Source: an optimization exercise on an open RTL-to-GDS flow (aim: small area, a short achievable clock period and few clock cycles). Production flows keep margins and buffers that such runs may drop. At most, simulation tests tie the RTL to the original design; equivalence was not proved.

==> flow/design.v (excerpt) <==
module vnlp_engine #(
   parameter int DW      = 24,
   parameter int AW      = 9,
   parameter int LW      = 7,
   parameter int ACCW    = 2*DW-1,
   parameter int LEN_MAX = 2**LW-1,
   parameter int NCY     = 5
) (
   input  logic                 clk,
   input  logic                 rst_n,
   input  logic                 START,
   input  logic [AW-1:0]        HEAD,
   input  logic                 NORM_MODE,
   output logic                 DONE,
   output logic [ACCW-1:0]      NORM2,
   output logic [LW-1:0]        LEN,
   output logic                 ERR,
   output logic                 SAT,
   output logic [AW-1:0]        rd_addr1,
   output logic [AW-1:0]        rd_addr2,
   input  logic [DW-1:0]        rd_data1,
   input  logic [DW-1:0]        rd_data2
);
Size: roughly 1300 cells after synthesis, ~110 flip-flops, about 140 I/O pins.
==> module vnlp_engine, before the edit <==
module vnlp_engine #(
   parameter int DW      = 24,
   parameter int AW      = 9,
   parameter int LW      = 7,
   parameter int ACCW    = 2*DW-1,
   parameter int LEN_MAX = 2**LW-1,
   parameter int NCY     = 5
) (
   input  logic                 clk,
   input  logic                 rst_n,
   input  logic                 START,
   input  logic [AW-1:0]        HEAD,
   input  logic                 NORM_MODE,
   output logic                 DONE,
   output logic [ACCW-1:0]      NORM2,
   output logic [LW-1:0]        LEN,
   output logic                 ERR,
   output logic                 SAT,
   output logic [AW-1:0]        rd_addr1,
   output logic [AW-1:0]        rd_addr2,
   input  logic [DW-1:0]        rd_data1,
   input  logic [DW-1:0]        rd_data2
);
   logic            busy_q;      
   logic            v1_q;        
   logic            v2_q;        
   logic            fin_q;       
   logic [NCY-1:0]  cy_q;        
   logic [AW-1:0]   head_q;
   logic            mode_q;
   logic [LW-1:0]   len_q;
   logic            err_q;
   logic [AW-1:0]   p_q;         
   logic [DW-1:0]   u_q;         
   logic            m2_q, ml_q;
   logic [ACCW-1:0] acc_q;
   logic            sat_q;
   logic            satd_q;      
   logic            start_ok, hit, last;
   logic [AW-1:0]   link;
   logic [DW-1:0]   mag;
   logic [ACCW-1:0] sum;
   logic [NCY-1:0]  cy;
   logic            ovf;
   assign link     = rd_data1[AW-1:0];
   assign start_ok = START & ~busy_q & ~v1_q & ~v2_q;
   assign hit      = (link == head_q);
   assign last     = hit | (len_q == LW'(LEN_MAX-1));
   assign mag      = rd_data2[DW-1] ? -rd_data2 : rd_data2;
   assign rd_addr1 = busy_q ? link : HEAD;
   assign rd_addr2 = p_q;
   always_ff @(posedge clk or negedge rst_n) begin
      if (!rst_n) begin
         busy_q <= 1'b0;
         v1_q   <= 1'b0;
         v2_q   <= 1'b0;
         fin_q  <= 1'b0;
         cy_q   <= '0;
      end else begin
         if (start_ok)    busy_q <= 1'b1;
         else if (last)   busy_q <= 1'b0;
         v1_q <= busy_q;
         v2_q <= v1_q;
         if (start_ok)              fin_q <= 1'b0;
         else if (v2_q && !v1_q)    fin_q <= 1'b1;
         cy_q <= cy & {NCY{~start_ok}};
      end
   end
   always_ff @(posedge clk) begin
      p_q <= rd_addr1 + 1'b1;
      if (start_ok) begin
         head_q <= HEAD;
         mode_q <= NORM_MODE;
         len_q  <= '0;
      end else if (busy_q) begin
         len_q  <= len_q + 1'b1;
         err_q  <= ~hit;
      end
      u_q  <= mag;
      m2_q <= v1_q & (mode_q == vnlp_pkg::MODE_L2SQ);
      ml_q <= v1_q & (mode_q == vnlp_pkg::MODE_L1);
      acc_q <= (sum | {ACCW{sat_q}}) & {ACCW{~start_ok}};
      sat_q <= (sat_q | ovf) & ~start_ok;
      satd_q <= sat_q & ~start_ok;
   end
   vnlp_mac u_mac (
      .u_i   (u_q),
      .m2_i  (m2_q),
      .ml_i  (ml_q),
      .acc_i (acc_q),
      .cy_i  (cy_q),
      .sum_o (sum),
      .cy_o  (cy),
      .ovf_o (ovf)
   );
   assign DONE  = fin_q & (sat_q ? satd_q : (cy_q == '0));
   assign NORM2 = acc_q;
   assign LEN   = len_q;
   assign ERR   = err_q;
   assign SAT   = sat_q;
endmodule
==> flow/config.mk <==
export PLATFORM = sky130hd
export DESIGN_NAME = vnlp_engine
export DESIGN_NICKNAME = vnlp_engine
export VERILOG_FILES = /design/flow/design.v
export SDC_FILE = /design/flow/constraint.sdc
export NUM_CORES = 4
export LEC_CHECK = 0
export CAP_MARGIN = 20
export CORE_MARGIN = 2
export CORE_UTILIZATION = 40
export SLEW_MARGIN = 20
export SYNTH_HIERARCHICAL = 1
==> flow/constraint.sdc <==
create_clock -name core_clock -period 10.0 [get_ports {clk}]
set_input_delay 2.0000 -clock core_clock [delete_from_list [all_inputs] [get_ports {clk}]]
set_output_delay 2.0000 -clock core_clock [all_outputs]
set_load 0.01 [all_outputs]
standard.sh (not shown) runs the stock make flow with config.mk's settings and CLKGATE_MAP_FILE= SYNTH_SCRIPT=/design/flow/synth_recipe.tcl, a recipe that flattens the netlist after the stock synthesis.
==> flow/flow/run.sh <==
#!/bin/bash
set -euo pipefail
MARGIN=$(cat flow/margin.txt)
PORTBUF=$(cat flow/portbuf.txt)
bash standard.sh SETUP_SLACK_MARGIN=$MARGIN "BUFFER_PORTS_ARGS=-buffer_cell $PORTBUF" finish > standard_flow.log 2>&1
==> flow/flow/margin.txt <==
5.4
==> flow/flow/portbuf.txt <==
sky130_fd_sc_hd__buf_1
Testbench counts at the start, summed over its fixed seeds: cycles 26,468.
Next try:
--- a/flow/design.v
+++ b/flow/design.v
@@ -868,10 +868,20 @@
    assign blk5 = {1'b0, ra[46:35]} + {1'b0, rb[46:35]};
    assign sum_o[46:35] = blk5[11:0];
    assign cy_o = {blk4[6], blk3[6], blk2[5], blk1[6], blk0[12]};
    assign ovf_o = blk5[12] | t541;
 endmodule
+module vnlp_amux #(
+   parameter int W = 9
+) (
+   input  logic         sel_i,
+   input  logic [W-1:0] a_i,
+   input  logic [W-1:0] b_i,
+   output logic [W-1:0] y_o
+);
+   assign y_o = sel_i ? a_i : b_i;
+endmodule
 module vnlp_engine #(
    parameter int DW      = 24,
    parameter int AW      = 9,
    parameter int LW      = 7,
    parameter int ACCW    = 2*DW-1,
@@ -917,11 +927,11 @@
    assign link     = rd_data1[AW-1:0];
    assign start_ok = START & ~busy_q & ~v1_q & ~v2_q;
    assign hit      = (link == head_q);
    assign last     = hit | (len_q == LW'(LEN_MAX-1));
    assign mag      = rd_data2[DW-1] ? -rd_data2 : rd_data2;
-   assign rd_addr1 = busy_q ? link : HEAD;
+   vnlp_amux #(.W(AW)) u_amux (.sel_i(busy_q), .a_i(link), .b_i(HEAD), .y_o(rd_addr1));
    assign rd_addr2 = p_q;
    always_ff @(posedge clk or negedge rst_n) begin
       if (!rst_n) begin
          busy_q <= 1'b0;
          v1_q   <= 1'b0;
What happened:
- The changed run produced a clean layout
- wire length drops by 3.5%
- utilization drops by 0.85 points
- synthesized cell count drops by 1.3%
- final area drops by 2.1%
- setup slack gets better by 0.16 ns
- sequential share of layout area climbs by 0.36 points
- clock-buffer cell count climbs by 1
- worst hold slack gets better by 0.0083 ns
Function not checked in the second run of this note: the RTL went through the layout flow alone.

[what the ideal ports hide]
The results above use ideal ports. As a check the final layouts listed here were re-extracted and re-timed, cells and wires unchanged.
Step 1 sets driving cells, clkbuf_16 on the clock port and buf_2 on the other inputs (assumed; they add their load-dependent delay and slew).
Step 2 also shifts input and output timing later by t, the mid clock arrival at the registers, as if the neighbouring blocks saw the same clock.
Slacks: no drivers / after step 1 / after step 2; pairs: no drivers / after step 1.
| run | t, ns | slack for setup (ns) | hold slack, ns |
|---|---|---|---|
| the first run | 0.422 | 5.285 / 5.285 / 5.285 | 0.417 / 0.417 / 0.417 |
| the second run | 0.408 | 5.447 / 5.433 / 5.433 | 0.425 / 0.425 / 0.425 |
After both steps setup and hold are still met in every run listed. The setup slack of the second run, which loses most, moves by -0.014 ns with the drivers and by -0.014 ns with both steps.
